This design comes from an exercise in tuning for small area, a short achievable clock period and few clock cycles per item on the open sky130 flow, not from production work. The RTL was checked by simulation tests, not by an equivalence proof against the original design. Power figures rest on the tool's default switching activity, not on a simulated workload.

<file path="flow/design.v">
`timescale 1ns / 1ps
package frb_pkg;
    localparam int MaxFragDef   = 16;
    localparam int HandleBitsDef = 8;
    localparam int InDataBits   = 64;
    localparam int FragBits     = 58;
    typedef enum logic [1:0] {
        ACT_HELD    = 2'd0,
        ACT_RELEASE = 2'd1,
        ACT_DISCARD = 2'd2,
        ACT_REJECT  = 2'd3
    } t_action;
    typedef struct packed {
        logic [15:0] datagram_id;
        logic [12:0] frag_offset;
        logic [15:0] total_length;
        logic [3:0]  header_words;
        logic        more_fragments;
        logic [7:0]  handle;
    } t_frag;
endpackage
`timescale 1ns / 1ps
module frb_front (
    input  logic                                i_clk,
    input  logic                                i_load,
    input  logic [frb_pkg::InDataBits-1:0]      i_s_tdata,
    output logic [52:0]                         o_frag
);
    logic [57:0] r_in;
    always_ff @(posedge i_clk) begin
        if (i_load) begin
            r_in <= i_s_tdata[57:0];
        end
    end
    logic [15:0] w_x, w_y, w_z, w_s, w_c, w_end;
    function automatic logic [15:0] add16(input logic [15:0] a, input logic [15:0] b);
        logic [15:0] g, p, pp;
        g  = a & b;
        p  = a ^ b;
        pp = p;
        for (int d = 1; d < 16; d = d * 2) begin
            for (int i = 15; i >= d; i--) begin
                g[i]  = g[i] | (pp[i] & g[i - d]);
                pp[i] = pp[i] & pp[i - d];
            end
        end
        add16 = p ^ {g[14:0], 1'b0};
    endfunction
    assign w_x   = {r_in[28:16], 3'b000};
    assign w_y   = r_in[44:29];
    assign w_z   = ~{10'd0, r_in[48:45], 2'b00};
    assign w_s   = w_x ^ w_y ^ w_z;
    assign w_c   = {(w_x[14:0] & w_y[14:0]) | (w_x[14:0] & w_z[14:0]) | (w_y[14:0] & w_z[14:0]), 1'b1};
    assign w_end = add16(w_s, w_c);
    assign o_frag = {r_in[28:16] == 13'd0, r_in[57:49],
                     w_end[2:0] == 3'b000, w_end[15:3], r_in[28:0]};
endmodule
`timescale 1ns / 1ps
module frb_back #(
    parameter int MAX_FRAGMENTS = frb_pkg::MaxFragDef,
    parameter int HANDLE_BITS   = frb_pkg::HandleBitsDef
) (
    input  logic            i_clk,
    input  logic            i_rst_n,
    input  logic            i_s_tvalid,
    output logic            o_s_tready,
    input  logic [52:0]     i_frag,
    output logic            o_m_tvalid,
    input  logic            i_m_tready,
    output logic [7:0]      o_m_tdata,    
    output logic [1:0]      o_m_tuser,    
    output logic            o_m_tlast     
);
    localparam int N  = MAX_FRAGMENTS;
    localparam int IW = $clog2(MAX_FRAGMENTS);
    localparam logic [1:0] ModeNew = 2'd0;
    localparam logic [1:0] ModeRel = 2'd1;
    localparam logic [1:0] ModeDis = 2'd2;
    function automatic logic gt13(input logic [12:0] a, input logic [12:0] b);
        logic [15:0] g, e;
        g = {3'b000, a & ~b};
        e = {3'b111, ~(a ^ b)};
        for (int w = 1; w < 16; w = w * 2) begin
            for (int k = 0; k < 16; k = k + 2 * w) begin
                g[k] = g[k + w] | (e[k + w] & g[k]);
                e[k] = e[k + w] & e[k];
            end
        end
        gt13 = g[0];
    endfunction
    logic                   r_iv, r_qv, r_rdy;
    logic [52:0]            r_q;
    logic [N-1:0]           r_ple;        
    logic                   r_ideq;       
    logic [12:0]            r_off [N];
    logic [12:0]            r_end [N];    
    logic [N-1:0]           r_ea;         
    logic [HANDLE_BITS-1:0] r_hd  [N];
    logic [N-1:0]           r_vld;
    logic [N-1:0]           r_lnk;
    logic                   r_lmf;
    logic [1:0]             r_mode;
    logic [IW-1:0]          r_idx;
    logic                   r_ov, r_sv;
    logic [10:0]            r_ow, r_sw;
    logic [15:0] w_id;
    logic [12:0] w_off;
    logic [12:0] w_nend;
    logic        w_nea, w_mf, w_off0;
    logic [7:0]  w_hd;
    assign w_id   = r_q[15:0];
    assign w_off  = r_q[28:16];
    assign w_nend = r_q[41:29];
    assign w_nea  = r_q[42];
    assign w_mf   = r_q[43];
    assign w_hd   = r_q[51:44];
    assign w_off0 = r_q[52];
    logic [N-1:0] w_ge;       
    logic [N-1:0] w_at;       
    logic [N-1:0] w_pred;     
    logic [N-1:0] w_peq;      
    logic [N-1:0] w_seq;      
    logic         w_has_succ;
    logic         w_pl, w_sl, w_others, w_lmf, w_complete;
    always_comb begin
        w_ge = r_ple & r_vld;
        for (int i = 0; i < N; i++) begin
            w_at[i]   = ((i == 0) ? 1'b1 : w_ge[(i > 0) ? i - 1 : 0]) && !w_ge[i];
            w_pred[i] = w_ge[i] && ((i == N - 1) ? 1'b1 : !w_ge[(i < N - 1) ? i + 1 : 0]);
        end
        for (int i = 0; i < N; i++) begin
            w_peq[i] = r_ea[i] && (r_end[i] == w_off);
            w_seq[i] = r_off[i] == w_nend;
        end
        w_has_succ = |(w_at & r_vld);
        w_pl = w_ge[0] ? |(w_pred & w_peq) : w_off0;
        w_sl = w_nea && |(w_at & r_vld & w_seq);
        w_others = &(~r_vld | r_lnk | w_at);
        w_lmf = w_has_succ ? r_lmf : w_mf;
        w_complete = w_pl && (!w_has_succ || w_sl) && w_others && !w_lmf;
    end
    logic         w_emit;
    logic [10:0]  w_word_nc;    
    logic [10:0]  w_word_c;     
    logic         w_ins, w_cf, w_flush_nc;
    logic [1:0]   n_mode_nc, n_mode;
    logic [IW-1:0] n_idx;
    logic         w_idx_last;
    logic         w_diff;
    assign w_idx_last = (r_idx == IW'(N - 1)) || !r_vld[r_idx + IW'(1)];
    assign w_diff     = r_vld[0] && !r_ideq;
    assign w_cf       = w_ins && w_complete;
    assign w_word_c   = {!r_vld[0], frb_pkg::ACT_RELEASE, w_ge[0] ? r_hd[0] : w_hd};
    assign n_mode     = (w_cf && r_vld[0]) ? ModeRel : n_mode_nc;
    assign n_idx      = r_sv ? r_idx : ((r_mode == ModeNew) ? IW'(1) : r_idx + IW'(1));
    always_comb begin
        w_emit     = 1'b0;
        w_word_nc  = '0;
        w_ins      = 1'b0;
        w_flush_nc = 1'b0;
        n_mode_nc  = r_mode;
        if (!r_sv) begin
            case (r_mode)
                ModeRel: begin
                    w_emit    = 1'b1;
                    w_word_nc = {w_idx_last, frb_pkg::ACT_RELEASE, r_hd[r_idx]};
                    if (w_idx_last) begin
                        w_flush_nc = 1'b1;
                        n_mode_nc  = ModeNew;
                    end
                end
                ModeDis: begin
                    w_emit    = 1'b1;
                    w_word_nc = {1'b0, frb_pkg::ACT_DISCARD, r_hd[r_idx]};
                    if (w_idx_last) begin
                        w_flush_nc = 1'b1;
                        n_mode_nc  = ModeNew;
                    end
                end
                default: begin
                    if (r_qv) begin
                        w_emit = 1'b1;
                        if (w_diff) begin
                            w_word_nc = {1'b0, frb_pkg::ACT_DISCARD, r_hd[0]};
                            if (!r_vld[1]) begin
                                w_flush_nc = 1'b1;
                            end else begin
                                n_mode_nc = ModeDis;
                            end
                        end else if (r_vld[N-1]) begin
                            w_word_nc = {1'b1, frb_pkg::ACT_REJECT, w_hd};
                        end else begin
                            w_ins     = 1'b1;
                            w_word_nc = {1'b1, frb_pkg::ACT_HELD, w_hd};
                        end
                    end
                end
            endcase
        end
    end
    logic         w_oload;      
    logic         w_load;       
    logic         n_sv;
    logic [N-1:0] n_vld_nc, n_vld;
    logic         n_iv, n_qv, n_ideq, n_rdy, w_cond_nc, w_cond;
    logic [N-1:0] w_cle, n_ple;
    logic         w_dle;
    assign w_oload  = !r_ov || i_m_tready;
    assign n_sv     = !w_oload && (r_sv || w_emit);
    assign n_vld_nc = w_flush_nc ? '0 : (w_ins ? {r_vld[N-2:0], 1'b1} : r_vld);
    assign n_vld    = (w_cf && !r_vld[0]) ? '0 : n_vld_nc;
    assign w_load   = !r_qv || (r_mode == ModeNew && !r_sv && !w_diff);
    assign n_iv     = r_rdy ? i_s_tvalid : (r_iv && !w_load);
    assign n_qv     = w_load ? r_iv : 1'b1;
    assign w_cond   = w_cf ? (!r_vld[0] && !n_sv) : w_cond_nc;
    assign n_rdy    = !n_iv || !n_qv || w_cond;
    always_comb begin
        for (int i = 0; i < N; i++) begin
            w_cle[i]  = !gt13(r_off[i], i_frag[28:16]);
        end
        w_dle  = !gt13(w_off, i_frag[28:16]);
        for (int i = 0; i < N; i++) begin
            if (w_ins && !w_ge[i]) begin
                if (w_at[i]) begin
                    n_ple[i]  = w_dle;
                end else begin
                    n_ple[i]  = w_cle[(i > 0) ? i - 1 : 0];
                end
            end else begin
                n_ple[i]  = w_cle[i];
            end
        end
        if (w_load) begin
            n_ideq = i_frag[15:0] == w_id;
        end else begin
            n_ideq = r_ideq;
        end
        w_cond_nc = n_mode_nc == ModeNew && !n_sv && (!n_vld_nc[0] || n_ideq);
    end
    always_ff @(posedge i_clk) begin
        if (!i_rst_n) begin
            r_iv   <= 1'b0;
            r_qv   <= 1'b0;
            r_rdy  <= 1'b1;
            r_mode <= ModeNew;
            r_vld  <= '0;
            r_ov   <= 1'b0;
            r_sv   <= 1'b0;
        end else begin
            r_iv   <= n_iv;
            r_qv   <= n_qv;
            r_rdy  <= n_rdy;
            r_mode <= n_mode;
            r_vld  <= n_vld;
            if (w_oload) begin
                r_ov <= r_sv || w_emit;
            end
            r_sv   <= n_sv;
        end
    end
    always_ff @(posedge i_clk) begin
        if (w_load && r_iv) begin
            r_q    <= i_frag;
            r_ple  <= n_ple;
        end
        r_ideq <= n_ideq;
        r_idx  <= n_idx;
        if (w_oload) begin
            r_ow <= w_cf ? w_word_c : (r_sv ? r_sw : w_word_nc);
        end
        if (w_emit) begin
            r_sw <= w_cf ? w_word_c : w_word_nc;
        end
        if (w_ins && !w_has_succ) begin
            r_lmf <= w_mf;
        end
    end
    always_ff @(posedge i_clk) begin
        for (int i = 0; i < N; i++) begin
            if (w_ins && !w_ge[i]) begin
                if (w_at[i]) begin
                    r_off[i] <= w_off;
                    r_end[i] <= w_nend;
                    r_ea[i]  <= w_nea;
                    r_hd[i]  <= w_hd;
                    r_lnk[i] <= w_pl;
                end else begin
                    r_off[i] <= r_off[(i > 0) ? i - 1 : 0];
                    r_end[i] <= r_end[(i > 0) ? i - 1 : 0];
                    r_ea[i]  <= r_ea[(i > 0) ? i - 1 : 0];
                    r_hd[i]  <= r_hd[(i > 0) ? i - 1 : 0];
                    r_lnk[i] <= w_at[(i > 0) ? i - 1 : 0] ? w_sl : r_lnk[(i > 0) ? i - 1 : 0];
                end
            end
        end
    end
    assign o_s_tready = r_rdy;
    assign o_m_tvalid = r_ov;
    assign {o_m_tlast, o_m_tuser, o_m_tdata} = r_ow;
endmodule
`timescale 1ns / 1ps
module ip_fragment_reorder_buffer #(
    parameter int MAX_FRAGMENTS = frb_pkg::MaxFragDef,
    parameter int HANDLE_BITS   = frb_pkg::HandleBitsDef
) (
    input  logic                            i_clk,
    input  logic                            i_rst_n,
    input  logic                            i_s_tvalid,
    output logic                            o_s_tready,
    input  logic [frb_pkg::InDataBits-1:0]  i_s_tdata,
    output logic                            o_m_tvalid,
    input  logic                            i_m_tready,
    output logic [7:0]                      o_m_tdata,    
    output logic [1:0]                      o_m_tuser,    
    output logic                            o_m_tlast     
);
    logic [52:0] w_frag;
    frb_front u_front (
        .i_clk      (i_clk),
        .i_load     (o_s_tready),
        .i_s_tdata  (i_s_tdata),
        .o_frag     (w_frag)
    );
    frb_back #(
        .MAX_FRAGMENTS (MAX_FRAGMENTS),
        .HANDLE_BITS   (HANDLE_BITS)
    ) u_back (
        .i_clk      (i_clk),
        .i_rst_n    (i_rst_n),
        .i_s_tvalid (i_s_tvalid),
        .o_s_tready (o_s_tready),
        .i_frag     (w_frag),
        .o_m_tvalid (o_m_tvalid),
        .i_m_tready (i_m_tready),
        .o_m_tdata  (o_m_tdata),
        .o_m_tuser  (o_m_tuser),
        .o_m_tlast  (o_m_tlast)
    );
endmodule
</file>
<file path="flow/flow/run.sh">
#!/bin/bash
set -e
echo "export SETUP_SLACK_MARGIN = 7" >> config.mk
bash standard.sh > standard.log 2>&1
</file>
<file path="flow/standard.sh">
#!/bin/bash
# synth_recipe.tcl (not shown) runs the flow's synth.tcl, then flattens the netlist and writes it again
# the make line also repeats each setting of config.mk as NAME=value (left out here)
make -C /OpenROAD-flow-scripts/flow DESIGN_CONFIG=/design/flow/config.mk WORK_HOME=/design/flow/orfs CLKGATE_MAP_FILE= SYNTH_SCRIPT=/design/flow/synth_recipe.tcl "${@:-finish}"
</file>
<file path="flow/config.mk">
export PLATFORM = sky130hd
export DESIGN_NAME = ip_fragment_reorder_buffer
export DESIGN_NICKNAME = ip_fragment_reorder_buffer
export VERILOG_FILES = /design/flow/design.v
export SDC_FILE = /design/flow/constraint.sdc
export NUM_CORES = 4
export LEC_CHECK = 0
export ABC_AREA = 1
export CAP_MARGIN = 20
export CORE_MARGIN = 2
export CORE_UTILIZATION = 65
export CTS_CLUSTER_DIAMETER = 60
export CTS_CLUSTER_SIZE = 20
export SLEW_MARGIN = 20
export SETUP_SLACK_MARGIN = 7
</file>
<file path="flow/constraint.sdc">
create_clock -name core_clock -period 10.0 [get_ports {i_clk}]
set_input_delay 2.0000 -clock core_clock [delete_from_list [all_inputs] [get_ports {i_clk}]]
set_output_delay 2.0000 -clock core_clock [all_outputs]
set_load 0.01 [all_outputs]
</file>
==> results of run 1 <==
==> metal layers <==
metal  track usage  wire, microns  up-vias
met2         0.597          60900     2367
met4         0.184           7790        8
met5             0             59        -
met1         0.529          52800    17400
met3        0.0734          17200      449
li1              -              -    17500
==> power groups by stage <==
stage                     logic [mW]  clock network, mW  registers, mW
after floorplan                0.725                  0           3.77
after detailed placement        1.07                  0           3.80
final                           1.25               2.54           3.73
after CTS                       1.16               2.54           3.72
after global routing            1.36               2.66           3.74
after global placement          1.04                  0           3.80
==> cell type report <==
type | instances | area [sq um] | area share
diodes | 3 | 7.51 | 0.000151
clock buffers | 63 | 1490 | 0.0301
clock inverters | 41 | 520 | 0.0105
inverters | 476 | 2020 | 0.0407
multi-input cells | 3757 | 19500 | 0.392
flip-flops and latches | 753 | 22400 | 0.451
well taps | 873 | 1090 | 0.0220
repair buffers | 224 | 2630 | 0.0530
==> state kept, by name, indices dropped and copies added, names as in the netlist <==
signal         cells
u_back.r_ow       11
u_back.r_q        53
u_back.r_ea       16
u_back.r_sv        1
u_back.r_iv        1
u_back.r_ov        1
u_back.r_rdy       1
u_back.r_sw       11
u_back.r_mode      2
u_back.r_hd      128
u_back.r_ple      16
u_back.r_qv        1
u_back.r_ideq      1
u_back.r_vld      16
u_back.r_off     208
u_back.r_lnk      15
u_front.r_in      58
u_back.r_lmf       1
u_back.r_idx       4
u_back.r_end     208
==> synth_stat cells, types with 2 or more instances <==
cell type,instances
o21ai_1,39
o21ai_0,649
or2_2,12
edfxtp_1,729
a211oi_1,5
nor4_1,4
buf_4,56
o31ai_1,2
nor3b_1,3
fa_1,3
buf_6,3
xnor2_1,76
dfxtp_1,24
buf_2,31
nand3_1,154
nor3_1,9
a31o_2,17
a32oi_1,3
nand2_1,1839
nand4_1,27
ha_1,236
o211ai_1,7
a21boi_0,7
a32o_1,2
inv_4,7
nand2_2,2
clkbuf_1,168
xor2_1,36
a21o_1,17
nand3_2,9
a22o_1,8
clkinv_1,2
a21oi_1,151
nor2_1,374
inv_1,446
a221oi_1,4
inv_2,21
o22ai_1,28
nand3b_1,3
==> metrics by stage <==
step	hold WS [ns]	setup slack [ns]	power, mW
2_1_floorplan	0.400	6.20	4.50
3_3_place_gp	0.401	5.56	4.84
3_5_place_dp	0.405	5.52	4.87
4_1_cts	0.424	6.79	7.43
5_1_grt	0.428	6.77	7.77
6_report	0.421	6.81	7.53
==> worst max-delay path by stage <==
stage,end,cells past startpoint
3_3_place_gp,u_back.r_ple[5]$_DFFE_PP_,10
3_5_place_dp,u_back.r_ple[5]$_DFFE_PP_,10
5_1_grt,o_m_tdata[3],1
6_report,o_s_tready,1
4_1_cts,o_s_tready,1
2_1_floorplan,u_back.r_ple[0]$_DFFE_PP_,10
==> cells by family after synthesis <==
logic type                 after synthesis  share of synthesized area
xor gates and xnor gates               112                     0.0223
buffers and inverters                  736                     0.0695
DFF                                    753                      0.508
AOI/OAI and AO/OA                      947                      0.114
adders and majority gates              239                     0.0684
and+or+nand+nor                       2442                      0.218
==> timing repair <==
action	in CTS	in global routing
cloned	16	6
gates resized for setup	237	147
buffers inserted	53	29
setup endpoints to repair	700	365
hold buffers	0	0
pin swaps	27	20
==> impl_metrics.toml, run 1 <==
[layout]
mostFrequentLayoutCells = "1809 x nand2_1, 729 x edfxtp_1, 644 x o21ai_0, 429 x inv_1, 336 x nor2_1"
postLayoutCellArea_sq_um = 49600
layout.filler_cells = 4911
area_growth_syn_to_layout_pct = 12.6
layout.nets = 5576
layoutNonFillerInstCount = 6190
final_core_utilization = 0.739
final_common_cell = "nand2_1"
layout-drive-gt1-share = 0.0881

[min_path]
worst_min_delay_path_class = "reg -> reg"
hold_start = "u_front.r_in[56]$_DFFE_PP_"
capture_endpoint_of_the_worst_hold_path = "u_back.r_q[50]$_DFFE_PP_"
worstHoldPathCells = 0

[clocking]
cts_sinks = 753
cts_root_buf = "clkbuf_16"
insertion_delay_ns = 0.66
cts-htree-levels = 2
clock_tree.buffer_depth = 3
cts-buffers-inserted = 57
clk_transition_reported_paths_ns = 0.09
tritoncts = "yes"

[logic_synthesis]
synth_top_area_frac = 0.497
fraction_of_synthesis_flops_using_an_asynchronous_set_or_reset_pin = 0
synthesis_stage_register_bit_count = 753
synthesis.yosys.warnings = 5
synth_edf_count = 729
yosysSeqAreaShare = 0.508
postSynth.topFlopCell = "edfxtp_1"
mapped_area_sq_um = 44100
yosysUniqueCellTypes = 55
post_synth_inst_count = 5229
postSynthAreaPerCell_sq_um = 8.43
yosys.area.top_type = "edfxtp_1"
syn-num-nets = 5536
synthTopCellsByArea = "edfxtp_1 50%, nand2_1 16%, o21ai_0 7.4%, ha_1 6.7%, inv_1 3.8%"

[critical_path]
ff2ff_path_depth = 12
cp_cell_sequence = "buf_6"
critical_path_arrival_ns = 1.19
critPathBufInv = 1
timing.critical_path.slowest_stage_cell = "dfxtp_4"
timing.critical_path.fanout_max = 2
critical_path_class = "reg -> out"
regToRegStartpoint = "u_back.r_q[17]$_DFFE_PP_"
setup.reg_to_reg.worst_slack_ns = 7.05
type_of_destination_of_the_critical_path = "output pin"
critPathRequiredTime_ns = 8.00
cp-start-kind = "register"
crit_family = "flip-flops"
critical-path-max-stage-delay_ns = 0.41
setup.worst_path.start = "u_back.r_rdy$_SDFF_PN1_"
regToRegEndpoint = "u_back.r_ple[8]$_DFFE_PP_"

[global_routing]
grt_pass1_wl_microns = 203000
initial_antenna_violation_count = 4
largest_net_degree_at_the_start_of_global_routing = 78
number_of_global_route_vias_before_repair = 34300
global_route_usage_over_all_layers = 0.386
overflow = 0

[drt]
vias = 37700
drt_drc_violations_left = 0
via_per_inst = 6.09
detail_route.first_pass.iterations = 6
finalWirelength_microns = 139000
antenna_violating_nets_post_route = 0
drt-initial-drc-count = 5130
wl_per_cell_microns = 22.4

[timing]
setup_repair_after_global_routing_missed_its_margin = "yes"
timing.fmax_mhz = 314
finalHoldViolations = 0
period_needed_ns = 3.19
report.final.setup_viol = 0
final.period_utilization = 0.319
report.final.slew_viol_count = 0
finClkSkew_ns = 0.0213
totalNegativeSetupSlack_ns = 0
slew_hr = 0.262
max_slew.worst_pin.slew_ns = 1.11

[floorplan]
placeableCoreArea_sq_um = 67200
floorplan.initialDensity = 0.656
floorplan.die.width_microns = 264
chipHeight_microns = 264
design.die.area_sq_um = 69900
rows = 95
design.portCount = 81

[power_and_ir_drop]
power_density_nw_per_um2 = 152
sequential_power_share = 0.496
leakagePower_nw = 21.7
clock_power_share = 0.338
swShare = 0.292
power_switching_mw = 2.20
internal-power_mw = 5.33
vdd.ir_drop.worst_mv = 0.204
comb_power_share = 0.166

[placement]
placed_cell_area_sq_um = 45300
place.detailed.hpwl_microns = 88400
place.port_buffers = 74
gpl.final_weighted_congestion = 0.945
dp_cells = 5979

[job]
timing.max_cap.violations = 0

[status]
run_status = "no timing/DRC/antenna violations"
Testbench counts, summed over its fixed seeds: cycles 17,446, items 9,628.
==> inputs of run 2 (changes only) <==
--- a/flow/design.v
+++ b/flow/design.v
@@ -319,3 +319,3 @@
         .i_clk      (i_clk),
-        .i_load     (o_s_tready),
+        .i_load     (o_s_tready && i_s_tvalid),
         .i_s_tdata  (i_s_tdata),
==> flow/flow/run.sh (replaced) <==
#!/bin/bash
set -e
echo "export SETUP_SLACK_MARGIN = 7" >> config.mk
echo "export BUFFER_PORTS_ARGS = -buffer_cell sky130_fd_sc_hd__buf_2" >> config.mk
bash standard.sh > standard.log 2>&1
--- a/flow/config.mk
+++ b/flow/config.mk
@@ -15 +15,2 @@
 export SETUP_SLACK_MARGIN = 7
+export BUFFER_PORTS_ARGS = -buffer_cell sky130_fd_sc_hd__buf_2
==> impl_metrics.toml, run 2 <==
[critical_path]
timing.critical_path.slowest_stage_cell = "edfxtp_1"
critical_path_class = "reg -> out"
critPathBufInv = 1
critPathRequiredTime_ns = 8.00
critical-path-max-stage-delay_ns = 0.41
cp-start-kind = "register"
timing.critical_path.fanout_max = 1
type_of_destination_of_the_critical_path = "output pin"
cp_cell_sequence = "buf_2"
critical_path_arrival_ns = 1.24
crit_family = "flip-flops"

[global_routing]
overflow = 0
initial_antenna_violation_count = 2
grt_pass1_wl_microns = 211000
global_route_usage_over_all_layers = 0.408
number_of_global_route_vias_before_repair = 34700
largest_net_degree_at_the_start_of_global_routing = 79

[logic_synthesis]
synth_commonest_cells = "1723 x nand2_1, 729 x edfxtp_1, 695 x o21ai_0, 438 x inv_1, 336 x nor2_1"
post_synth_inst_count = 5118
yosys.area.top_type = "edfxtp_1"
yosysSeqAreaShare = 0.510
syn-num-nets = 5425
synth_edf_count = 729
synthTopCellsByArea = "edfxtp_1 50%, nand2_1 15%, o21ai_0 7.9%, ha_1 6.7%, inv_1 3.7%"
synth_top_area_frac = 0.499
postSynth.topFlopCell = "edfxtp_1"
synthesis_stage_register_bit_count = 753
synthesis.yosys.warnings = 5
most_common_cell_in_the_synthesized_netlist = "nand2_1"
fraction_of_synthesis_flops_using_an_asynchronous_set_or_reset_pin = 0
yosysUniqueCellTypes = 52
mapped_area_sq_um = 43900
postSynthAreaPerCell_sq_um = 8.57

[layout]
diodes = 0
largest_registers = "u_back.r_end (208), u_back.r_off (208), u_back.r_hd (128)"
mostFrequentLayoutCells = "1695 x nand2_1, 729 x edfxtp_1, 691 x o21ai_0, 416 x inv_1, 303 x nor2_1"
final_common_cell = "nand2_1"
layout.filler_cells = 4953
final_core_utilization = 0.739
area_growth_syn_to_layout_pct = 12.9
layout.nets = 5492
layout-drive-gt1-share = 0.107
postLayoutCellArea_sq_um = 49500
layoutNonFillerInstCount = 6107

[floorplan]
placeableCoreArea_sq_um = 67000
design.die.area_sq_um = 69600
floorplan.die.width_microns = 264
design.portCount = 81
floorplan.initialDensity = 0.654
chipHeight_microns = 264
rows = 95

[min_path]
worst_min_delay_path_class = "reg -> reg"

[power_and_ir_drop]
internal-power_mw = 5.34
leakagePower_nw = 21.5
swShare = 0.296
clock_power_share = 0.340
power_switching_mw = 2.25
power_mw = 7.59
comb_power_share = 0.168
power_density_nw_per_um2 = 153
vdd.ir_drop.worst_mv = 0.173
sequential_power_share = 0.492

[timing]
slew_hr = 0.330
report.final.slew_viol_count = 0
report.final.setup_viol = 0
finalHoldViolations = 0
max_slew.worst_pin.slew_ns = 1.00
finClkSkew_ns = 0.0289
totalNegativeSetupSlack_ns = 0
fin_ws_ns = 6.76
timing.fmax_mhz = 308
final.period_utilization = 0.324
period_needed_ns = 3.24
setup_repair_after_global_routing_missed_its_margin = "yes"
worst_hold_slack_ns = 0.426

[clocking]
cts_root_buf = "clkbuf_16"
cts-buffers-inserted = 58
insertion_delay_ns = 0.68
clk_transition_reported_paths_ns = 0.08
cts-htree-levels = 2
cts_sinks = 753
tritoncts = "yes"
hold_buffers = 0
clock_tree.buffer_depth = 3

[status]
run_status = "no timing/DRC/antenna violations"

[drt]
via_per_inst = 6.25
finalWirelength_microns = 148000
wl_per_cell_microns = 24.2
drt-initial-drc-count = 6071
detail_route.first_pass.iterations = 8
antenna_violating_nets_post_route = 0
vias = 38200
drt_drc_violations_left = 0

[placement]
place.port_buffers = 74
place.detailed.hpwl_microns = 88700
gpl.final_weighted_congestion = 0.921
dp_cells = 5881
dp_slack_ns = 5.82
placed_cell_area_sq_um = 44800

[job]
timing.max_cap.violations = 0
-- run 2: worst paths after layout --
path,startpoint,to,slack [ns],depth (start not counted)
worst max-delay path,u_back.r_ow[3]$_DFFE_PP_,o_m_tdata[3],6.76,1
worst min-delay path,u_front.r_in[57]$_DFFE_PP_,u_back.r_q[51]$_DFFE_PP_,0.43,0
worst max register to register,u_back.r_idx[0]$_SDFFCE_PN1N_,u_back.r_ow[3]$_DFFE_PP_,6.98,11
worst min register to register,u_front.r_in[57]$_DFFE_PP_,u_back.r_q[51]$_DFFE_PP_,0.43,0
-- run 2: per-layer routing --
metal,vias up,track usage,wire (microns)
met4,4,0.222,9510
met3,559,0.0870,20600
met5,-,0,34
met2,2678,0.620,64200
met1,17700,0.551,53600
li1,17300,-,-
-- run 2: cells by family (layout without fill, tap and decap cells) --
kind of cell / after synthesis / after routing / share of synthesized area
AO/OA/AOI/OAI: 1003 / 1003 / 0.122
XOR/XNOR: 134 / 134 / 0.0268
adder cells (fa/ha/maj): 239 / 239 / 0.0687
buffers and inverters: 716 / 817 / 0.0676
flip-flops: 753 / 753 / 0.510
AND/OR/NAND/NOR: 2273 / 2288 / 0.205
-- run 2: power by group through the flow --
stage | registers [mW] | logic (mW) | clock network [mW]
5_1_grt | 3.75 | 1.36 | 2.68
2_1_floorplan | 3.77 | 0.711 | 0
3_3_place_gp | 3.79 | 1.04 | 0
4_1_cts | 3.73 | 1.16 | 2.57
6_report | 3.73 | 1.27 | 2.58
3_5_place_dp | 3.80 | 1.07 | 0
-- run 2: cell type report --
type,count,area [sq um],area share
Timing Repair Buffer,246,2750,0.0555
Multi-Input combinational cell,3664,19300,0.389
Clock buffer,69,1600,0.0322
Inverter,462,1950,0.0393
Clock inverter,40,485,0.00980
Tap cell,873,1090,0.0220
Sequential cell,753,22400,0.452
-- run 2: what timing repair did --
item                       CTS  global route
buffers inserted            56            33
gates cloned                16            12
setup endpoints to repair  676           349
resized for setup          151           169
pin swaps                   29            19
Testbench counts of run 2, summed over its fixed seeds: cycles 17,446, items 9,628.
==> inputs of run 3 (changes only) <==
--- a/flow/design.v
+++ b/flow/design.v
@@ -66,2 +66,3 @@
     output logic            o_s_tready,
+    input  logic [15:0]     i_s_id,       
     input  logic [52:0]     i_frag,
@@ -91,3 +92,4 @@
     logic                   r_iv, r_qv, r_rdy;
-    logic [52:0]            r_q;
+    logic [52:16]           r_q;
+    logic                   r_ideq0;      
     logic [N-1:0]           r_ple;        
@@ -105,3 +107,2 @@
     logic [10:0]            r_ow, r_sw;
-    logic [15:0] w_id;
     logic [12:0] w_off;
@@ -110,3 +111,2 @@
     logic [7:0]  w_hd;
-    assign w_id   = r_q[15:0];
     assign w_off  = r_q[28:16];
@@ -233,3 +233,3 @@
         if (w_load) begin
-            n_ideq = i_frag[15:0] == w_id;
+            n_ideq = r_ideq0;
         end else begin
@@ -262,3 +262,3 @@
         if (w_load && r_iv) begin
-            r_q    <= i_frag;
+            r_q    <= i_frag[52:16];
             r_ple  <= n_ple;
@@ -266,2 +266,5 @@
         r_ideq <= n_ideq;
+        if (r_rdy && i_s_tvalid) begin
+            r_ideq0 <= i_s_id == i_frag[15:0];
+        end
         r_idx  <= n_idx;
@@ -331,2 +334,3 @@
         .o_s_tready (o_s_tready),
+        .i_s_id     (i_s_tdata[15:0]),
         .i_frag     (w_frag),
==> impl_metrics.toml, run 3 <==
[power_and_ir_drop]
power_switching_mw = 2.15
internal-power_mw = 5.18
comb_power_share = 0.158
power_density_nw_per_um2 = 151
clock_power_share = 0.344
sequential_power_share = 0.498
leakagePower_nw = 21.6
swShare = 0.293
vdd.ir_drop.worst_mv = 0.199

[drt]
detail_route.first_pass.iterations = 6
finalWirelength_microns = 139000
wl_per_cell_microns = 22.4
via_per_inst = 6.09
vias = 37700
drt-initial-drc-count = 5685
antenna_violating_nets_post_route = 0
drt_drc_violations_left = 0

[global_routing]
met1_usage = 0.528
grtUsageMet3 = 0.0720
global_route_usage_over_all_layers = 0.383
largest_net_degree_at_the_start_of_global_routing = 76
overflow = 0
number_of_global_route_vias_before_repair = 33800
initial_antenna_violation_count = 5
grt_util_met2 = 0.612
grt_pass1_wl_microns = 201000
grt_most_used_layer = "met2"

[timing]
final.period_utilization = 0.319
max_slew.worst_pin.slew_ns = 0.889
fin_ws_ns = 6.81
report.final.setup_viol = 0
worst_hold_slack_ns = 0.426
timing.fmax_mhz = 314
report.final.slew_viol_count = 0
totalNegativeSetupSlack_ns = 0
finalHoldViolations = 0
slew_hr = 0.408
period_needed_ns = 3.19
finClkSkew_ns = 0.0361
setup_repair_after_global_routing_missed_its_margin = "yes"

[logic_synthesis]
synth_commonest_cells = "1833 x nand2_1, 714 x edfxtp_1, 644 x o21ai_0, 476 x inv_1, 340 x nor2_1"
yosysSeqAreaShare = 0.500
postSynthAreaPerCell_sq_um = 8.36
yosys.area.top_type = "edfxtp_1"
most_common_cell_in_the_synthesized_netlist = "nand2_1"
synthesis_stage_register_bit_count = 738
synthesis.yosys.warnings = 5
synth_top_area_frac = 0.489
syn-num-nets = 5547
mapped_area_sq_um = 43800
postSynth.topFlopCell = "edfxtp_1"
fraction_of_synthesis_flops_using_an_asynchronous_set_or_reset_pin = 0
post_synth_inst_count = 5240
synth_edf_count = 714
yosysUniqueCellTypes = 54
synthTopCellsByArea = "edfxtp_1 49%, nand2_1 16%, o21ai_0 7.4%, ha_1 6.7%, inv_1 4.1%"

[critical_path]
crit_family = "flip-flops"
timing.critical_path.slowest_stage_cell = "edfxtp_1"
critPathRequiredTime_ns = 8.00
timing.critical_path.fanout_max = 1
ff2ff_path_depth = 18
cp_cell_sequence = "buf_2"
critical_path_class = "reg -> out"
cp-start-kind = "register"
path_depth = 1
critPathBufInv = 1
critical_path_arrival_ns = 1.19
critical-path-max-stage-delay_ns = 0.38
type_of_destination_of_the_critical_path = "output pin"

[clocking]
cts-buffers-inserted = 57
cts_sinks = 738
cts-htree-levels = 2
clock_tree.buffer_depth = 3
insertion_delay_ns = 0.66
clk_transition_reported_paths_ns = 0.08
cts_root_buf = "clkbuf_16"
tritoncts = "yes"
hold_buffers = 0

[floorplan]
floorplan.die.width_microns = 264
design.portCount = 81
chipHeight_microns = 264
floorplan.initialDensity = 0.655
rows = 95
placeableCoreArea_sq_um = 66900
design.die.area_sq_um = 69500

[job]
timing.max_cap.violations = 0

[placement]
placed_cell_area_sq_um = 44700
dp_cells = 5999
gpl.final_weighted_congestion = 0.922
place.port_buffers = 74
dp_slack_ns = 6.29
place.detailed.hpwl_microns = 87900

[layout]
postLayoutCellArea_sq_um = 48600
largest_registers = "u_back.r_end (208), u_back.r_off (208), u_back.r_hd (128)"
layout.nets = 5565
layout.filler_cells = 5060
final_common_cell = "nand2_1"
layoutNonFillerInstCount = 6183
mostFrequentLayoutCells = "1807 x nand2_1, 714 x edfxtp_1, 640 x o21ai_0, 457 x inv_1, 301 x nor2_1"
layout-drive-gt1-share = 0.0997
area_growth_syn_to_layout_pct = 10.8

[min_path]
worst_min_delay_path_class = "reg -> reg"
worstHoldPathCells = 0

[status]
run_status = "no timing/DRC/antenna violations"
run 3: cell count changes after synthesis, moves of 15 or more:
cell      before   now
nand2_1     1723  1833
o21ai_0      695   644
inv_1        438   476
nand3_1      129   161
a21oi_1      157   133
nor3_1        11    29
or2_2         18    36
edfxtp_1     729   714
run 3: path summary, 6_finish.rpt:
| kind | end | startpoint | slack, ns |
|---|---|---|---|
| setup / recovery | o_m_tlast | u_back.r_ow[10]$_DFFE_PP_ | 6.81 |
| hold / removal | u_back.r_q[45]$_DFFE_PP_ | u_front.r_in[51]$_DFFE_PP_ | 0.43 |
| setup reg to reg | u_back.r_vld[1]$_SDFFE_PP0P_ | u_back.r_q[30]$_DFFE_PP_ | 7.00 |
| hold reg to reg | u_back.r_q[45]$_DFFE_PP_ | u_front.r_in[51]$_DFFE_PP_ | 0.43 |
run 3: kinds of logic after synthesis:
logic type	count (synthesis)	synth area share
AO/OA/AOI/OAI	924	0.113
buffers and inverters	765	0.0729
adder cells (fa/ha/maj)	239	0.0687
XOR/XNOR	120	0.0240
AND/OR/NAND/NOR	2454	0.222
flip-flops	738	0.500
run 3: power groups by stage:
stage / registers [mW] / logic [mW] / clock network, mW
after detailed placement: 3.71 / 1.03 / 0
final: 3.65 / 1.16 / 2.52
after global placement: 3.71 / 1.00 / 0
after CTS: 3.64 / 1.08 / 2.52
after floorplan: 3.69 / 0.710 / 0
after global routing: 3.66 / 1.27 / 2.62
run 3: what timing repair did:
| action | 4_1_cts | 5_1_grt |
|---|---|---|
| setup buffers | 21 | 30 |
| pin swaps | 16 | 14 |
| endpoints found under the setup margin | 624 | 418 |
| cloned | 9 | 11 |
| gates resized for setup | 149 | 139 |
run 3: cell type report:
| class | instances | area (sq um) | area share |
|---|---|---|---|
| diodes | 5 | 12.5 | 0.000258 |
| clock buffers | 62 | 1500 | 0.0308 |
| clock inverters | 44 | 524 | 0.0108 |
| inverters | 505 | 2080 | 0.0429 |
| multi-input cells | 3750 | 19400 | 0.400 |
| flip-flops and latches | 738 | 21900 | 0.452 |
| well taps | 873 | 1090 | 0.0225 |
| repair buffers | 206 | 2000 | 0.0412 |
run 3: through the flow:
stage                util  power (mW)
floorplan               -        4.40
global placement    0.668        4.71
detailed placement  0.668        4.75
CTS                 0.711        7.25
global route        0.725        7.55
finish              0.726        7.33
run 3: layer usage:
| metal | wire [microns] | vias up |
|---|---|---|
| li1 | - | 17400 |
| met1 | 52700 | 17500 |
| met2 | 62000 | 2342 |
| met3 | 17700 | 406 |
| met4 | 6250 | 2 |
| met5 | 9 | - |
Testbench counts of run 3, summed over its fixed seeds: cycles 17,446, items 9,628.
==> inputs of run 4 (changes only) <==
--- a/flow/design.v
+++ b/flow/design.v
@@ -120,4 +120,5 @@
     logic [N-1:0] w_pred;     
-    logic [N-1:0] w_peq;      
-    logic [N-1:0] w_seq;      
+    logic [12:0]  w_pend;     
+    logic         w_pea;      
+    logic [12:0]  w_soff;     
     logic         w_has_succ;
@@ -130,9 +131,13 @@
         end
+        w_pend = '0;
+        w_pea  = 1'b0;
+        w_soff = '0;
         for (int i = 0; i < N; i++) begin
-            w_peq[i] = r_ea[i] && (r_end[i] == w_off);
-            w_seq[i] = r_off[i] == w_nend;
+            w_pend = w_pend | (w_pred[i] ? r_end[i] : 13'd0);
+            w_pea  = w_pea | (w_pred[i] && r_ea[i]);
+            w_soff = w_soff | ((w_at[i] && r_vld[i]) ? r_off[i] : 13'd0);
         end
         w_has_succ = |(w_at & r_vld);
-        w_pl = w_ge[0] ? |(w_pred & w_peq) : w_off0;
-        w_sl = w_nea && |(w_at & r_vld & w_seq);
+        w_pl = w_ge[0] ? (w_pea && w_pend == w_off) : w_off0;
+        w_sl = w_nea && w_soff == w_nend;
         w_others = &(~r_vld | r_lnk | w_at);
==> impl_metrics.toml, run 4 <==
[status]
run_status = "no timing/DRC/antenna violations"

[power_and_ir_drop]
sequential_power_share = 0.529
power_switching_mw = 1.96
leakagePower_nw = 20.1
power_density_nw_per_um2 = 149
clock_power_share = 0.340
power_mw = 6.93
vdd.ir_drop.worst_mv = 0.160
internal-power_mw = 4.97
swShare = 0.283
comb_power_share = 0.131

[critical_path]
cp-start-kind = "register"
timing.critical_path.fanout_max = 7
critPathRequiredTime_ns = 10.42
setup.reg_to_reg.worst_slack_ns = 6.79
critical_path_arrival_ns = 3.63
critical_path_class = "reg -> reg"
cp_cell_sequence = "nand2_2, buf_12, clkinv_16, nand3_4, buf_6, nor2_4, nor2_2, nand2_2, nor2_4, nand2_1, nand2_1, nand2_1, nor2_1, nand2_1, nor2_4, nand2_8, nand2_8, buf_4, nand3_2, nand2_2, nand2_1"
critical-path-max-stage-delay_ns = 0.50
ff2ff_path_depth = 21
regToRegStartpoint = "u_back.r_ple[0]$_DFFE_PP_"
regToRegEndpoint = "u_back.r_ow[0]$_DFFE_PP_"
type_of_destination_of_the_critical_path = "register"
critPathMostFrequentCell = "nand2_1"
timing.critical_path.slowest_stage_cell = "edfxtp_1"

[drt]
vias = 36000
finalWirelength_microns = 145000
wl_per_cell_microns = 26.0
via_per_inst = 6.46
antenna_violating_nets_post_route = 0
detail_route.first_pass.iterations = 9
drt-initial-drc-count = 6766
drt_drc_violations_left = 0

[min_path]
capture_endpoint_of_the_worst_hold_path = "u_back.r_q[48]$_DFFE_PP_"
hold_start = "u_front.r_in[54]$_DFFE_PP_"
worstHoldPathCells = 0
worst_min_delay_path_class = "reg -> reg"

[placement]
place.detailed.hpwl_microns = 98000
placed_cell_area_sq_um = 42300
dp_slack_ns = 5.53
gpl.final_weighted_congestion = 0.989
place.port_buffers = 74

[job]
timing.max_cap.violations = 0

[clocking]
clk_transition_reported_paths_ns = 0.09
cts_sinks = 739
cts_root_buf = "clkbuf_16"
insertion_delay_ns = 0.66
cts-buffers-inserted = 53
tritoncts = "yes"
clock_tree.buffer_depth = 3
cts-htree-levels = 2
hold_buffers = 0

[layout]
mostFrequentLayoutCells = "1195 x nand2_1, 715 x edfxtp_1, 608 x o21ai_0, 349 x inv_1, 316 x nor2_1"
area_growth_syn_to_layout_pct = 12.9
layout.nets = 4994
postLayoutCellArea_sq_um = 46400
largest_registers = "u_back.r_end (208), u_back.r_off (208), u_back.r_hd (128)"
final_common_cell = "nand2_1"
layout-drive-gt1-share = 0.135
layout.filler_cells = 4706

[global_routing]
largest_net_degree_at_the_start_of_global_routing = 76
grt_pass1_wl_microns = 208000
number_of_global_route_vias_before_repair = 32100
initial_antenna_violation_count = 5
overflow = 0
global_route_usage_over_all_layers = 0.432

[timing]
finClkSkew_ns = 0.0248
report.final.slew_viol_count = 0
finalHoldViolations = 0
timing.fmax_mhz = 312
slew_hr = 0.347
max_slew.worst_pin.slew_ns = 0.980
totalNegativeSetupSlack_ns = 0
fin_ws_ns = 6.79
setup_repair_after_global_routing_missed_its_margin = "yes"
period_needed_ns = 3.21
final.period_utilization = 0.321
report.final.setup_viol = 0

[logic_synthesis]
synth_edf_count = 715
synthesis.yosys.warnings = 5
synth_top_area_frac = 0.522
synthesis_stage_register_bit_count = 739
mapped_area_sq_um = 41100
yosysUniqueCellTypes = 52
yosys.area.top_type = "edfxtp_1"
fraction_of_synthesis_flops_using_an_asynchronous_set_or_reset_pin = 0
syn-num-nets = 4889
yosysSeqAreaShare = 0.534
synthTopCellsByArea = "edfxtp_1 52%, nand2_1 11%, o21ai_0 7.5%, ha_1 7.2%, nor2_1 3.8%"
postSynthAreaPerCell_sq_um = 8.98
postSynth.topFlopCell = "edfxtp_1"
synth_commonest_cells = "1227 x nand2_1, 715 x edfxtp_1, 619 x o21ai_0, 413 x nor2_1, 364 x inv_1"
post_synth_inst_count = 4582
most_common_cell_in_the_synthesized_netlist = "nand2_1"

[floorplan]
rows = 92
floorplan.die.width_microns = 256
placeableCoreArea_sq_um = 62900
chipHeight_microns = 256
design.die.area_sq_um = 65300
design.portCount = 81
floorplan.initialDensity = 0.655
run 4: changes by cell type after synthesis, moves of 31 or more:
cell     delta
nand2_1   -606
inv_1     -112
nand3_1    +99
nor2_1     +73
xnor2_1    -70
nand4_1    +52
buf_4      -31
run 4: how the worst max path moves through the flow:
stage                                        startpoint                             to  slack (ns)  cells after the start
final                         u_back.r_ple[0]$_DFFE_PP_       u_back.r_ow[0]$_DFFE_PP_        6.79                     21
after CTS                     u_back.r_ow[10]$_DFFE_PP_                      o_m_tlast        6.77                      1
after global routing          u_back.r_ple[0]$_DFFE_PP_  u_back.r_vld[11]$_SDFFE_PP0P_        6.73                     20
after floorplan             u_back.r_mode[0]$_SDFF_PN0_      u_back.r_ple[0]$_DFFE_PP_        6.40                      7
after detailed placement  u_back.r_vld[12]$_SDFFE_PP0P_  u_back.r_vld[11]$_SDFFE_PP0P_        5.53                     15
after global placement    u_back.r_vld[13]$_SDFFE_PP0P_   u_back.r_vld[3]$_SDFFE_PP0P_        5.60                     16
run 4: metal layers:
| metal | global-route usage | vias up | wire [microns] |
|---|---|---|---|
| li1 | - | 16000 | - |
| met5 | 0 | - | 27 |
| met1 | 0.614 | 16800 | 53000 |
| met2 | 0.606 | 2853 | 59200 |
| met3 | 0.166 | 369 | 26200 |
| met4 | 0.149 | 4 | 6250 |
run 4: cells by family after synthesis:
kind of cell | count (synthesis) | synth area share
buffers and inverters | 605 | 0.0585
and+or+nand+nor | 2067 | 0.209
adders and majority gates | 239 | 0.0732
AOI/OAI and AO/OA | 900 | 0.119
DFF | 739 | 0.534
xor gates and xnor gates | 32 | 0.00681
run 4: power by group through the flow:
stage	Sequential [mW]	Combinational (mW)	Clock [mW]
2_1_floorplan	3.68	0.523	0
3_3_place_gp	3.72	0.766	0
3_5_place_dp	3.73	0.788	0
4_1_cts	3.66	0.841	2.33
5_1_grt	3.67	0.986	2.44
6_report	3.67	0.911	2.35
run 4: cell type report:
cell class / instances / area (sq um) / area share
clock inverter: 34 / 353 / 0.00760
inverter: 391 / 1620 / 0.0348
tap: 846 / 1060 / 0.0228
sequential: 739 / 22000 / 0.474
antenna: 1 / 2.50 / 0.0000539
clock buffer: 63 / 1440 / 0.0310
multi-input combinational: 3250 / 17900 / 0.386
timing repair buffer: 252 / 2060 / 0.0443
run 4: metrics by stage:
stage                     hold WS [ns]  cells  utilization
after CTS                        0.421   5527        0.724
after global placement           0.400   5350        0.672
after floorplan                  0.400   4582            -
after global routing             0.430   5575        0.739
after detailed placement         0.405   5350        0.672
final                            0.419   5576        0.739
run 4: critical path, delay by kind of cell (launching register included):
family	cells	cell delay, ns
AND/OR/NAND/NOR	17	1.93
flip-flops	1	0.50
buffers and inverters	4	0.49
run 4: repair_timing:
action	in CTS	in global routing
resized for setup	182	159
buffers inserted	67	45
gates cloned	13	2
endpoints found under the setup margin	682	178
pin swaps	43	70
Testbench counts of run 4, summed over its fixed seeds: cycles 17,446, items 9,628.
==> inputs of run 5 (changes only) <==
--- a/flow/design.v
+++ b/flow/design.v
@@ -80,9 +80,9 @@
     function automatic logic gt13(input logic [12:0] a, input logic [12:0] b);
-        logic [15:0] g, e;
+        logic [15:0] g, q;
         g = {3'b000, a & ~b};
-        e = {3'b111, ~(a ^ b)};
+        q = {3'b111, a | ~b};
         for (int w = 1; w < 16; w = w * 2) begin
             for (int k = 0; k < 16; k = k + 2 * w) begin
-                g[k] = g[k + w] | (e[k + w] & g[k]);
-                e[k] = e[k + w] & e[k];
+                g[k] = g[k + w] | (q[k + w] & g[k]);
+                q[k] = g[k + w] | (q[k + w] & q[k]);
             end
==> impl_metrics.toml, run 5 <==
[status]
run_status = "no timing/DRC/antenna violations"

[logic_synthesis]
fraction_of_synthesis_flops_using_an_asynchronous_set_or_reset_pin = 0
yosysSeqAreaShare = 0.545
syn-num-nets = 4915
mapped_area_sq_um = 40200
synthTopCellsByArea = "edfxtp_1 53%, nand2_1 13%, o21ai_0 9.6%, nor2_1 4.7%, inv_1 3.9%"
synth_top_area_frac = 0.533
postSynthAreaPerCell_sq_um = 8.36
synthesis.yosys.warnings = 5
synthesis_stage_register_bit_count = 738
yosysUniqueCellTypes = 55
synth_commonest_cells = "1389 x nand2_1, 771 x o21ai_0, 714 x edfxtp_1, 499 x nor2_1, 419 x inv_1"
most_common_cell_in_the_synthesized_netlist = "nand2_1"
yosys.area.top_type = "edfxtp_1"
post_synth_inst_count = 4812
postSynth.topFlopCell = "edfxtp_1"
synth_edf_count = 714

[layout]
final_common_cell = "nand2_1"
area_growth_syn_to_layout_pct = 13.8
mostFrequentLayoutCells = "1347 x nand2_1, 763 x o21ai_0, 714 x edfxtp_1, 431 x nor2_1, 397 x inv_1"
register_area_sq_um = 22000
postLayoutCellArea_sq_um = 45800
layoutNonFillerInstCount = 5753
layout.nets = 5028
layout.filler_cells = 4519
multi_input_combinational_cell_area_sq_um = 16600
layout-drive-gt1-share = 0.134
largest_registers = "u_back.r_end (208), u_back.r_off (208), u_back.r_hd (128)"

[drt]
via_per_inst = 6.56
antenna_violating_nets_post_route = 0
detail_route.first_pass.iterations = 8
drt_drc_violations_left = 0
finalWirelength_microns = 149000
vias = 37700
drt-initial-drc-count = 6440
wl_per_cell_microns = 25.9

[global_routing]
number_of_global_route_vias_before_repair = 33700
largest_net_degree_at_the_start_of_global_routing = 75
grt_pass1_wl_microns = 211000
overflow = 0
global_route_usage_over_all_layers = 0.454
initial_antenna_violation_count = 2

[power_and_ir_drop]
power_density_nw_per_um2 = 151
leakagePower_nw = 19.6
vdd.ir_drop.worst_mv = 0.168
power_mw = 6.92

[floorplan]
placeableCoreArea_sq_um = 61500
design.die.area_sq_um = 63900
floorplan.initialDensity = 0.655
chipHeight_microns = 253
rows = 91
design.portCount = 81
floorplan.die.width_microns = 253

[timing]
finClkSkew_ns = 0.0376
report.final.slew_viol_count = 0
setup_repair_after_global_routing_missed_its_margin = "yes"
timing.fmax_mhz = 306
finalHoldViolations = 0
fin_ws_ns = 6.73
final.period_utilization = 0.327
slew_hr = 0.293
report.final.setup_viol = 0
period_needed_ns = 3.27
max_slew.worst_pin.slew_ns = 1.06
totalNegativeSetupSlack_ns = 0

[critical_path]
timing.critical_path.fanout_max = 8
timing.critical_path.slowest_stage_cell = "edfxtp_1"
setup.reg_to_reg.worst_slack_ns = 6.73
critical-path-max-stage-delay_ns = 0.55
cp-start-kind = "register"
critPathBufInv = 4
critical_path_class = "reg -> reg"
critical_path_arrival_ns = 3.83
type_of_destination_of_the_critical_path = "register"
cp_cell_sequence = "nand2_4, nor2_4, buf_6, buf_8, buf_12, nand2_4, nand2_2, nor2_2, nand2_1, o21ai_1, nand2_1, nor2_1, nand2_1, nor2_2, nand2_4, a21oi_4, buf_12, nand3_4, nand2_8, nor2_1"
critPathRequiredTime_ns = 10.56
crit_family = "simple AND/OR/NAND/NOR gates"

[placement]
dp_slack_ns = 4.95
gpl.final_weighted_congestion = 1.06
dp_cells = 5480
placed_cell_area_sq_um = 41200
place.port_buffers = 74
place.detailed.hpwl_microns = 96500

[clocking]
cts_root_buf = "clkbuf_16"
insertion_delay_ns = 0.68
cts-buffers-inserted = 50
cts-htree-levels = 2
hold_buffers = 0
tritoncts = "yes"
clock_tree.buffer_depth = 3
clk_transition_reported_paths_ns = 0.09
cts_sinks = 738

[min_path]
worst_min_delay_path_class = "reg -> reg"

[job]
timing.max_cap.violations = 0
==> run 5: cell count changes after synthesis, moves of 16 or more <==
cell / change
ha_1: -204
nand2_1: +162
o21ai_0: +152
nor2_1: +86
inv_1: +55
clkbuf_1: +51
o22ai_1: +36
a21oi_1: -35
nand3_1: -24
a31oi_1: +20
a21o_1: -18
nor3_1: -16
==> run 5: repair_timing <==
item | CTS | global route
setup buffers | 112 | 57
endpoints found under the setup margin | 738 | 187
pin swaps | 69 | 47
gates resized for setup | 221 | 116
gates cloned | 9 | 5
==> run 5: final cells by class <==
class	instances	share of cell area
Sequential cell	738	0.479
Multi-Input combinational cell	3374	0.361
Timing Repair Buffer	320	0.0606
Inverter	438	0.0391
Clock buffer	58	0.0284
Tap cell	790	0.0216
Clock inverter	31	0.00909
Timing Repair inverter	3	0.000328
Antenna cell	1	0.0000546
==> run 5: stage by stage <==
step | hold slack, ns | util
detailed placement | 0.406 | 0.670
global route | 0.434 | 0.745
floorplan | 0.400 | -
CTS | 0.429 | 0.730
finish | 0.425 | 0.745
global placement | 0.403 | 0.670
==> run 5: cells by family after synthesis <==
kind of cell             count (synthesis)  synth area share
flip-flops                             738             0.545
adder cells (fa/ha/maj)                 36            0.0117
buffers and inverters                  707            0.0698
AO/OA/AOI/OAI                         1042             0.138
AND/OR/NAND/NOR                       2260             0.229
XOR/XNOR                                29           0.00631
==> run 5: final timing paths <==
check / to / cells past startpoint / startpoint
setup / recovery: u_back.r_vld[6]$_SDFFE_PP0P_ / 20 / u_back.r_ple[4]$_DFFE_PP_
hold / removal: u_back.r_q[48]$_DFFE_PP_ / 0 / u_front.r_in[54]$_DFFE_PP_
setup reg to reg: u_back.r_vld[6]$_SDFFE_PP0P_ / 20 / u_back.r_ple[4]$_DFFE_PP_
hold reg to reg: u_back.r_q[48]$_DFFE_PP_ / 0 / u_front.r_in[54]$_DFFE_PP_
==> run 5: per-layer routing <==
metal | global-route usage | share of wire | vias up
li1 | - | - | 16500
met5 | 0.0108 | 0.0021 | -
met2 | 0.677 | 0.42 | 3131
met1 | 0.576 | 0.33 | 17400
met3 | 0.163 | 0.17 | 711
met4 | 0.255 | 0.073 | 8
==> run 5: power breakdown <==
part,leakage [nW],switching [mW],internal (mW)
clock,0.837,1.17,1.14
sequential,6.85,0.119,3.55
combinational,11.9,0.664,0.277
==> run 5: worst reg2reg max path: stages, from the launching register on <==
cell	delay [ns]
edfxtp_1	0.55
nand2_4	0.20
nor2_4	0.06
buf_6	0.11
buf_8	0.14
buf_12	0.14
nand2_4	0.06
nand2_2	0.06
nor2_2	0.12
nand2_1	0.10
o21ai_1	0.13
nand2_1	0.11
nor2_1	0.12
nand2_1	0.13
nor2_2	0.18
nand2_4	0.11
a21oi_4	0.21
buf_12	0.18
nand3_4	0.19
nand2_8	0.19
nor2_1	0.06
Testbench counts of run 5, summed over its fixed seeds: cycles 17,446, items 9,628.

what the ideal ports hide:
How much do the figures lean on ideal ports? The routed layouts below were timed once more, with nothing changed but the port constraints. Step 1: set_driving_cell puts a clkbuf_16 on i_clk and a buf_2 on each other input, an assumption about the parent block. Step 2 also shifts input and output timing later by t, the mid clock arrival at the registers, as if the neighbouring blocks saw the same clock. Three values: no drivers, after step 1, after step 2; two values: the first two.
run | t, ns | slack for setup (ns) | slew at the worst register clock pin (ns) | pins driven straight from the clock port
run 1 | 0.724 | 6.810 / 6.739 / 6.664 | 0.09 / 0.09 | 1
run 2 | 0.724 | 6.757 / 6.694 / 6.783 | 0.09 / 0.09 | 1
run 3 | 0.714 | 6.814 / 6.748 / 6.591 | 0.09 / 0.09 | 1
run 4 | 0.724 | 6.791 / 6.725 / 6.716 | 0.09 / 0.09 | 1
run 5 | 0.724 | 6.732 / 6.671 / 6.644 | 0.09 / 0.09 | 1
After both steps every run listed still meets setup and hold. For run 3, which loses most, drivers alone change the setup slack by -0.066 ns; drivers and shift together by -0.223 ns.
